This design comes from an exercise in tuning for small area on the open sky130 flow, not from production work. No activity file was given, so power comes from the tool's default toggle rates.

==> 01-21: inputs <==
==> flow/design.v <==
package hspd_pkg;
    localparam int FRAME_W     = 40;
    localparam int COUNT_W     = 6;
    localparam int CFG_INDEX_W = 2;
    localparam int HUM_W       = 12;
    localparam int TC_W        = 13;
    localparam int TF_W        = 14;
    localparam logic [CFG_INDEX_W-1:0] CFG_BIT_THRESHOLD = 2'd0;
    localparam logic [CFG_INDEX_W-1:0] CFG_TIMEOUT_LIMIT = 2'd1;
    localparam logic [CFG_INDEX_W-1:0] CFG_MAX_EDGES     = 2'd2;
    localparam logic [7:0] BIT_THRESHOLD_RST = 8'd16;
    localparam logic [7:0] TIMEOUT_LIMIT_RST = 8'd255;
    localparam logic [7:0] MAX_EDGES_RST     = 8'd200;
    localparam logic [7:0] EDGE_BIAS         = 8'd3;
    localparam logic [7:0] EDGE_CNT_START    = 8'd253;    
    localparam logic [7:0] EDGE_CNT_LAST_BIT = 8'd79;     
    localparam logic REQ_SAMPLE = 1'b0;
    localparam logic REQ_START  = 1'b1;
endpackage
module hspd_result (
    input  logic [39:0]        frame,
    input  logic               full,
    input  logic [7:0]         mdiv,
    input  logic [2:0]         mrem,
    output logic               checksum_ok,
    output logic               frame_valid,
    output logic [11:0]        hum,
    output logic signed [12:0] tc,
    output logic signed [13:0] tf
);
    logic [7:0]  d0, d1, d2, d3, d4;
    logic [7:0]  sum;
    logic [15:0] h;
    logic [14:0] raw;
    logic        h_big;
    logic        t_big;
    logic        neg;
    logic [11:0] hum_alt;
    logic [11:0] m;
    logic [10:0] x;
    logic [1:0]  x_lo;
    logic [12:0] q;
    assign {d0, d1, d2, d3, d4} = frame;
    function automatic logic [12:0] radd12(input logic [11:0] a, input logic [11:0] b);
        logic c;
        logic [12:0] r;
        c = 1'b0;
        for (int i = 0; i < 12; i++)
        begin
            r[i] = a[i] ^ b[i] ^ c;
            c    = (a[i] & b[i]) | (c & (a[i] ^ b[i]));
        end
        r[12] = c;
        radd12 = r;
    endfunction
    always_comb
    begin
        sum         = 8'(radd12({4'd0, 8'(radd12({4'd0, d0}, {4'd0, d1}))}, {4'd0, 8'(radd12({4'd0, d2}, {4'd0, d3}))}));
        checksum_ok = (d4 == sum);
        frame_valid = checksum_ok && full;
        h       = {d0, d1};
        h_big   = (h > 16'd1000);
        hum_alt = {11'(radd12({4'd0, d0}, {2'd0, d0, 2'b00})), 1'b0};     
        raw     = {d2[6:0], d3};
        t_big   = (raw > 15'd1250);
        neg     = d2[7];
        case (mrem)
            3'd0:    x_lo = 2'd0;
            3'd1:    x_lo = 2'd1;
            3'd2:    x_lo = 2'd2;
            3'd3:    x_lo = 2'd2;
            default: x_lo = 2'd3;
        endcase
        if (t_big)
        begin
            m = {11'(radd12({4'd0, d2}, {2'd0, d2, 2'b00})), 1'b0};   
            x = {d2, 3'b000};                                 
        end
        else
        begin
            m = raw[11:0];
            x = {1'b0, mdiv, x_lo};                           
        end
        q = radd12(m, {1'b0, x});
        if (h_big)
            hum = hum_alt;
        else
            hum = h[11:0];
        tc = $signed(({1'b0, m} ^ {13{neg}}) + {12'd0, neg});
        tf = $signed(14'd320 + ({1'b0, q} ^ {14{neg}}) + {13'd0, neg});
        if (!frame_valid)
        begin
            hum = '0;
            tc  = '0;
            tf  = '0;
        end
    end
endmodule
module humidity_sensor_pulse_decoder_core (
    input  logic                                clk,
    input  logic                                rst_n,
    input  logic                                item_valid,
    output logic                                item_ready,
    input  logic                                item_req_type,
    input  logic                                item_pin_level,
    input  logic                                cfg_valid,
    output logic                                cfg_ready,
    input  logic [hspd_pkg::CFG_INDEX_W-1:0]    cfg_index,
    input  logic [7:0]                          cfg_data,
    output logic                                result_valid,
    input  logic                                result_ready,
    output logic [hspd_pkg::FRAME_W-1:0]        result_raw_frame,
    output logic [hspd_pkg::COUNT_W-1:0]        result_bits_received,
    output logic                                result_checksum_ok,
    output logic                                result_frame_valid,
    output logic                                result_timed_out,
    output logic [hspd_pkg::HUM_W-1:0]          result_humidity_tenths,
    output logic signed [hspd_pkg::TC_W-1:0]    result_temp_c_tenths,
    output logic signed [hspd_pkg::TF_W-1:0]    result_temp_f_tenths
);
    logic [7:0] bit_threshold_reg;
    logic [7:0] timeout_limit_reg;
    logic [7:0] max_edges_m3_reg;      
    logic        busy_reg;
    logic        pending_reg;
    logic        last_level_reg;
    logic [7:0]  run_length_reg;
    logic [7:0]  edge_cnt_reg;         
    logic        full_reg;             
    logic        timed_out_reg;
    logic [39:0] frame_reg;
    logic [7:0]  mdiv_reg;             
    logic [2:0]  mrem_reg;             
    logic       take;
    logic       start;
    logic       smp;
    logic       level_diff;
    logic       edge_ev;
    logic       run_ev;
    logic [7:0] run_inc;
    logic [7:0] edge_inc;
    logic       tmo_end;
    logic       edge_end;
    logic       end_ev;
    logic       new_bit;
    logic       shift_en;
    logic       div_en;
    logic [3:0] div_t;
    assign cfg_ready = 1'b1;
    always_ff @(posedge clk or negedge rst_n)
    begin
        if (!rst_n)
        begin
            bit_threshold_reg <= hspd_pkg::BIT_THRESHOLD_RST;
            timeout_limit_reg <= hspd_pkg::TIMEOUT_LIMIT_RST;
            max_edges_m3_reg  <= hspd_pkg::MAX_EDGES_RST - hspd_pkg::EDGE_BIAS;
        end
        else if (cfg_valid)
        begin
            case (cfg_index)
                hspd_pkg::CFG_BIT_THRESHOLD: bit_threshold_reg <= cfg_data;
                hspd_pkg::CFG_TIMEOUT_LIMIT: timeout_limit_reg <= cfg_data;
                hspd_pkg::CFG_MAX_EDGES:     max_edges_m3_reg  <= cfg_data - hspd_pkg::EDGE_BIAS;
                default:                     ;
            endcase
        end
    end
    assign item_ready = !pending_reg || result_ready;
    assign take       = item_valid && item_ready;
    assign start      = take && (item_req_type == hspd_pkg::REQ_START);
    assign smp        = take && (item_req_type == hspd_pkg::REQ_SAMPLE);
    assign level_diff = item_pin_level != last_level_reg;
    assign edge_ev    = smp && level_diff;
    assign run_ev     = smp && !level_diff;
    assign run_inc  = run_length_reg + 8'd1;
    assign edge_inc = edge_cnt_reg + 8'd1;
    assign tmo_end  = busy_reg && run_ev && (run_inc == timeout_limit_reg);
    assign edge_end = busy_reg && edge_ev && (edge_inc == max_edges_m3_reg);
    assign end_ev   = tmo_end || edge_end;
    assign new_bit  = run_length_reg > bit_threshold_reg;
    assign shift_en = edge_ev && !full_reg && edge_cnt_reg[0] && !edge_cnt_reg[7];
    always_ff @(posedge clk or negedge rst_n)
    begin
        if (!rst_n)
        begin
            busy_reg    <= 1'b0;
            pending_reg <= 1'b0;
        end
        else
        begin
            if (start)
                busy_reg <= 1'b1;
            else if (end_ev)
                busy_reg <= 1'b0;
            if (end_ev)
                pending_reg <= 1'b1;
            else if (result_ready)
                pending_reg <= 1'b0;
        end
    end
    always_ff @(posedge clk)
    begin
        if (take)
        begin
            last_level_reg <= item_req_type || item_pin_level;
            run_length_reg <= run_ev ? run_inc : 8'd0;
            timed_out_reg  <= !level_diff;
        end
        if (start)
        begin
            edge_cnt_reg <= hspd_pkg::EDGE_CNT_START;
            full_reg     <= 1'b0;
        end
        else if (edge_ev)
        begin
            edge_cnt_reg <= edge_inc;
            if (edge_cnt_reg == hspd_pkg::EDGE_CNT_LAST_BIT)
                full_reg <= 1'b1;
        end
    end
    always_ff @(posedge clk)
    begin
        for (int k = 0; k < 5; k++)
        begin
            if (start)
                frame_reg[39-8*k -: 8] <= '0;
            else if (shift_en && edge_cnt_reg[6:4] == 3'(k))
                frame_reg[39-8*k -: 8] <= {frame_reg[38-8*k -: 7], new_bit};
        end
    end
    assign div_en = shift_en && (edge_cnt_reg[6:5] == 2'b01) && (edge_cnt_reg[4:1] != 4'd0);
    assign div_t  = {mrem_reg, new_bit};
    always_ff @(posedge clk)
    begin
        if (start)
            mrem_reg <= '0;
        else if (div_en)
            mrem_reg <= (div_t >= 4'd5) ? 3'(div_t - 4'd5) : div_t[2:0];
        if (div_en)
            mdiv_reg <= {mdiv_reg[6:0], div_t >= 4'd5};
    end
    assign result_valid         = pending_reg;
    assign result_raw_frame     = frame_reg;
    assign result_timed_out     = timed_out_reg;
    assign result_bits_received = full_reg ? 6'd40 : (edge_cnt_reg[7] ? 6'd0 : edge_cnt_reg[6:1]);
    hspd_result u_result (
        .frame       (frame_reg),
        .full        (full_reg),
        .mdiv        (mdiv_reg),
        .mrem        (mrem_reg),
        .checksum_ok (result_checksum_ok),
        .frame_valid (result_frame_valid),
        .hum         (result_humidity_tenths),
        .tc          (result_temp_c_tenths),
        .tf          (result_temp_f_tenths)
    );
endmodule
==> flow/flow/run.sh <==
#!/bin/bash
# Standard layout (the standard.sh), with every port buffered by a buf_1 cell.
set -o pipefail
export BUFFER_PORTS_ARGS="-buffer_cell sky130_fd_sc_hd__buf_1"
bash standard.sh > standard.log 2>&1
==> flow/standard.sh <==
#!/bin/bash
# synth_recipe.tcl (not shown) runs the flow's synth.tcl, then flattens the netlist and writes it again
# the make line also repeats each setting of config.mk as NAME=value (left out here)
make -C /OpenROAD-flow-scripts/flow DESIGN_CONFIG=/design/flow/config.mk WORK_HOME=/design/flow/orfs CLKGATE_MAP_FILE= SYNTH_SCRIPT=/design/flow/synth_recipe.tcl "${@:-finish}"
==> flow/config.mk <==
export PLATFORM = sky130hd
export DESIGN_NAME = humidity_sensor_pulse_decoder_core
export DESIGN_NICKNAME = humidity_sensor_pulse_decoder_core
export VERILOG_FILES = /design/flow/design.v
export SDC_FILE = /design/flow/constraint.sdc
export NUM_CORES = 4
export LEC_CHECK = 0
export CAP_MARGIN = 0
export CORE_MARGIN = 2
export CORE_UTILIZATION = 70
export CTS_BUF_LIST = sky130_fd_sc_hd__clkbuf_8
export SLEW_MARGIN = 0
==> flow/constraint.sdc <==
create_clock -name core_clock -period 9.0 [get_ports {clk}]
set_input_delay 1.8000 -clock core_clock [delete_from_list [all_inputs] [get_ports {clk}]]
set_output_delay 1.8000 -clock core_clock [all_outputs]
set_load 0.01 [all_outputs]
==> inputs of 12-09, as changes to 01-21 <==
--- a/flow/design.v
+++ b/flow/design.v
@@ -17,4 +17,33 @@
     localparam logic REQ_SAMPLE = 1'b0;
     localparam logic REQ_START  = 1'b1;
+    function automatic logic [15:0] radd(input logic [15:0] a, input logic [15:0] b, input logic cin);
+        logic c;
+        logic [15:0] r;
+        c = cin;
+        for (int i = 0; i < 16; i++)
+        begin
+            r[i] = a[i] ^ b[i] ^ c;
+            c    = (a[i] & b[i]) | (a[i] & c) | (b[i] & c);
+        end
+        radd = r;
+    endfunction
+    function automatic logic rgt(input logic [15:0] a, input logic [15:0] b);
+        logic c;
+        c = 1'b0;
+        for (int i = 0; i < 16; i++)
+            c = (a[i] & !b[i]) | (c & !(a[i] ^ b[i]));
+        rgt = c;
+    endfunction
+    function automatic logic [15:0] rneg(input logic [15:0] a, input logic neg);
+        logic p;
+        logic [15:0] r;
+        p = 1'b0;
+        for (int i = 0; i < 16; i++)
+        begin
+            r[i] = a[i] ^ (neg & p);
+            p    = p | a[i];
+        end
+        rneg = r;
+    endfunction
 endpackage
 module hspd_result (
@@ -49,5 +78,5 @@
         begin
             r[i] = a[i] ^ b[i] ^ c;
-            c    = (a[i] & b[i]) | (c & (a[i] ^ b[i]));
+            c    = (a[i] & b[i]) | (a[i] & c) | (b[i] & c);
         end
         r[12] = c;
@@ -60,8 +89,8 @@
         frame_valid = checksum_ok && full;
         h       = {d0, d1};
-        h_big   = (h > 16'd1000);
+        h_big   = hspd_pkg::rgt(h, 16'd1000);
         hum_alt = {11'(radd12({4'd0, d0}, {2'd0, d0, 2'b00})), 1'b0};     
         raw     = {d2[6:0], d3};
-        t_big   = (raw > 15'd1250);
+        t_big   = hspd_pkg::rgt({1'b0, raw}, 16'd1250);
         neg     = d2[7];
         case (mrem)
@@ -83,13 +112,9 @@
         end
         q = radd12(m, {1'b0, x});
-        if (h_big)
-            hum = hum_alt;
-        else
-            hum = h[11:0];
-        tc = $signed(({1'b0, m} ^ {13{neg}}) + {12'd0, neg});
-        tf = $signed(14'd320 + ({1'b0, q} ^ {14{neg}}) + {13'd0, neg});
+        hum = ({12{frame_valid & h_big}} & hum_alt) | ({12{frame_valid & !h_big}} & h[11:0]);
+        tc = $signed(13'(hspd_pkg::rneg({4'd0, m}, neg)));
+        tf = $signed(14'(hspd_pkg::radd(hspd_pkg::rneg({3'd0, q}, neg), 16'd320, 1'b0)));
         if (!frame_valid)
         begin
-            hum = '0;
             tc  = '0;
             tf  = '0;
@@ -161,5 +186,5 @@
                 hspd_pkg::CFG_BIT_THRESHOLD: bit_threshold_reg <= cfg_data;
                 hspd_pkg::CFG_TIMEOUT_LIMIT: timeout_limit_reg <= cfg_data;
-                hspd_pkg::CFG_MAX_EDGES:     max_edges_m3_reg  <= cfg_data - hspd_pkg::EDGE_BIAS;
+                hspd_pkg::CFG_MAX_EDGES:     max_edges_m3_reg  <= 8'(hspd_pkg::radd({8'd0, cfg_data}, 16'hFFFD, 1'b0));
                 default:                     ;
             endcase
@@ -173,10 +198,10 @@
     assign edge_ev    = smp && level_diff;
     assign run_ev     = smp && !level_diff;
-    assign run_inc  = run_length_reg + 8'd1;
-    assign edge_inc = edge_cnt_reg + 8'd1;
+    assign run_inc  = 8'(hspd_pkg::radd({8'd0, run_length_reg}, 16'd0, 1'b1));
+    assign edge_inc = 8'(hspd_pkg::radd({8'd0, edge_cnt_reg}, 16'd0, 1'b1));
     assign tmo_end  = busy_reg && run_ev && (run_inc == timeout_limit_reg);
     assign edge_end = busy_reg && edge_ev && (edge_inc == max_edges_m3_reg);
     assign end_ev   = tmo_end || edge_end;
-    assign new_bit  = run_length_reg > bit_threshold_reg;
+    assign new_bit  = hspd_pkg::rgt({8'd0, run_length_reg}, {8'd0, bit_threshold_reg});
     assign shift_en = edge_ev && !full_reg && edge_cnt_reg[0] && !edge_cnt_reg[7];
     always_ff @(posedge clk or negedge rst_n)
@@ -219,13 +244,20 @@
         end
     end
+    logic [4:0] byte_load;
+    logic [4:0] byte_hold;
+    logic [39:0] frame_in;
+    always_comb
+    begin
+        for (int k = 0; k < 5; k++)
+        begin
+            byte_load[k] = shift_en && (edge_cnt_reg[6:4] == 3'(k));
+            byte_hold[k] = !byte_load[k] && !start;
+            frame_in[39-8*k -: 8] = {frame_reg[38-8*k -: 7], new_bit};
+        end
+    end
     always_ff @(posedge clk)
     begin
-        for (int k = 0; k < 5; k++)
-        begin
-            if (start)
-                frame_reg[39-8*k -: 8] <= '0;
-            else if (shift_en && edge_cnt_reg[6:4] == 3'(k))
-                frame_reg[39-8*k -: 8] <= {frame_reg[38-8*k -: 7], new_bit};
-        end
+        for (int i = 0; i < 40; i++)
+            frame_reg[i] <= (byte_load[4 - i/8] & frame_in[i]) | (byte_hold[4 - i/8] & frame_reg[i]);
     end
     assign div_en = shift_en && (edge_cnt_reg[6:5] == 2'b01) && (edge_cnt_reg[4:1] != 4'd0);
==> flow/flow/run.sh (replaced) <==
#!/bin/bash
# The standard layout (standard.sh) with two changes:
#  - every input and output port is buffered by a buf_1 cell;
#  - clock tree synthesis inserts no dummy loads.
set -o pipefail
export BUFFER_PORTS_ARGS="-buffer_cell sky130_fd_sc_hd__buf_1"
export CTS_ARGS="-sink_clustering_enable -repair_clock_nets -buf_list sky130_fd_sc_hd__clkbuf_8 -dont_use_dummy_load"
bash standard.sh > standard.log 2>&1
ABC_AREA = 1   (was default)
CORE_UTILIZATION = 75   (was 70)
==> qor summary <==
item	12-09	01-21
Status	complete, no violations	complete, no violations
Largest fanout on the critical path	23	11
Initial core utilization	0.776	0.718
Clock-cell share of area	0.0177	0.0237
Fraction of synthesized area in multiplexers	0	0.0398
Post-CTS clock slew at the launch and capture registers of the worst setup and hold paths	0.08 ns	0.10 ns
Die width	96.4 µm	107 µm
Number of non-clock inverters	153	75
Well-tap cell count	105	136
Met1 Routed Length	5960 µm	8010 µm
Seq area share	0.321	0.280
All-Layer GR Usage	0.332	0.350
Final critical delay including setup and external delays	8.29 ns	8.62 ns
Multi-input gates	482	643
Transition time at the pin with the least slew margin	0.770 ns	0.767 ns
Number of standard cells in the layout, taps in and fillers out	953	1,081
Power consumed by the clock network	221 µW	281 µW
Share of power burned in registers	0.588	0.549
No functional check of the RTL was part of any run of this note.

-- what the ideal ports hide --
In the flow no input, the clock included, has a driving cell. The finished layouts below were timed again as built, in two steps.
Step 1, drivers: a clkbuf_16 drives clk and a buf_2 each remaining input, both assumed.
Step 2 times the ports against the registers' clock, not the clock port: input delays grow and output delays shrink by t, the midpoint of the rising clock arrivals with the driver on.
a / b / c = ideal / step 1 / step 2; a / b = the first two.
| run | t, ns | setup WS [ns] | clock arrival spread, ns |
|---|---|---|---|
| 01-21 | 0.417 | 0.377 / 0.345 / 0.762 | 0.013 / 0.012 |
| 12-09 | 0.383 | 0.710 / 0.676 / 1.058 | 0.021 / 0.021 |
After both steps setup and hold are still met in every run listed.
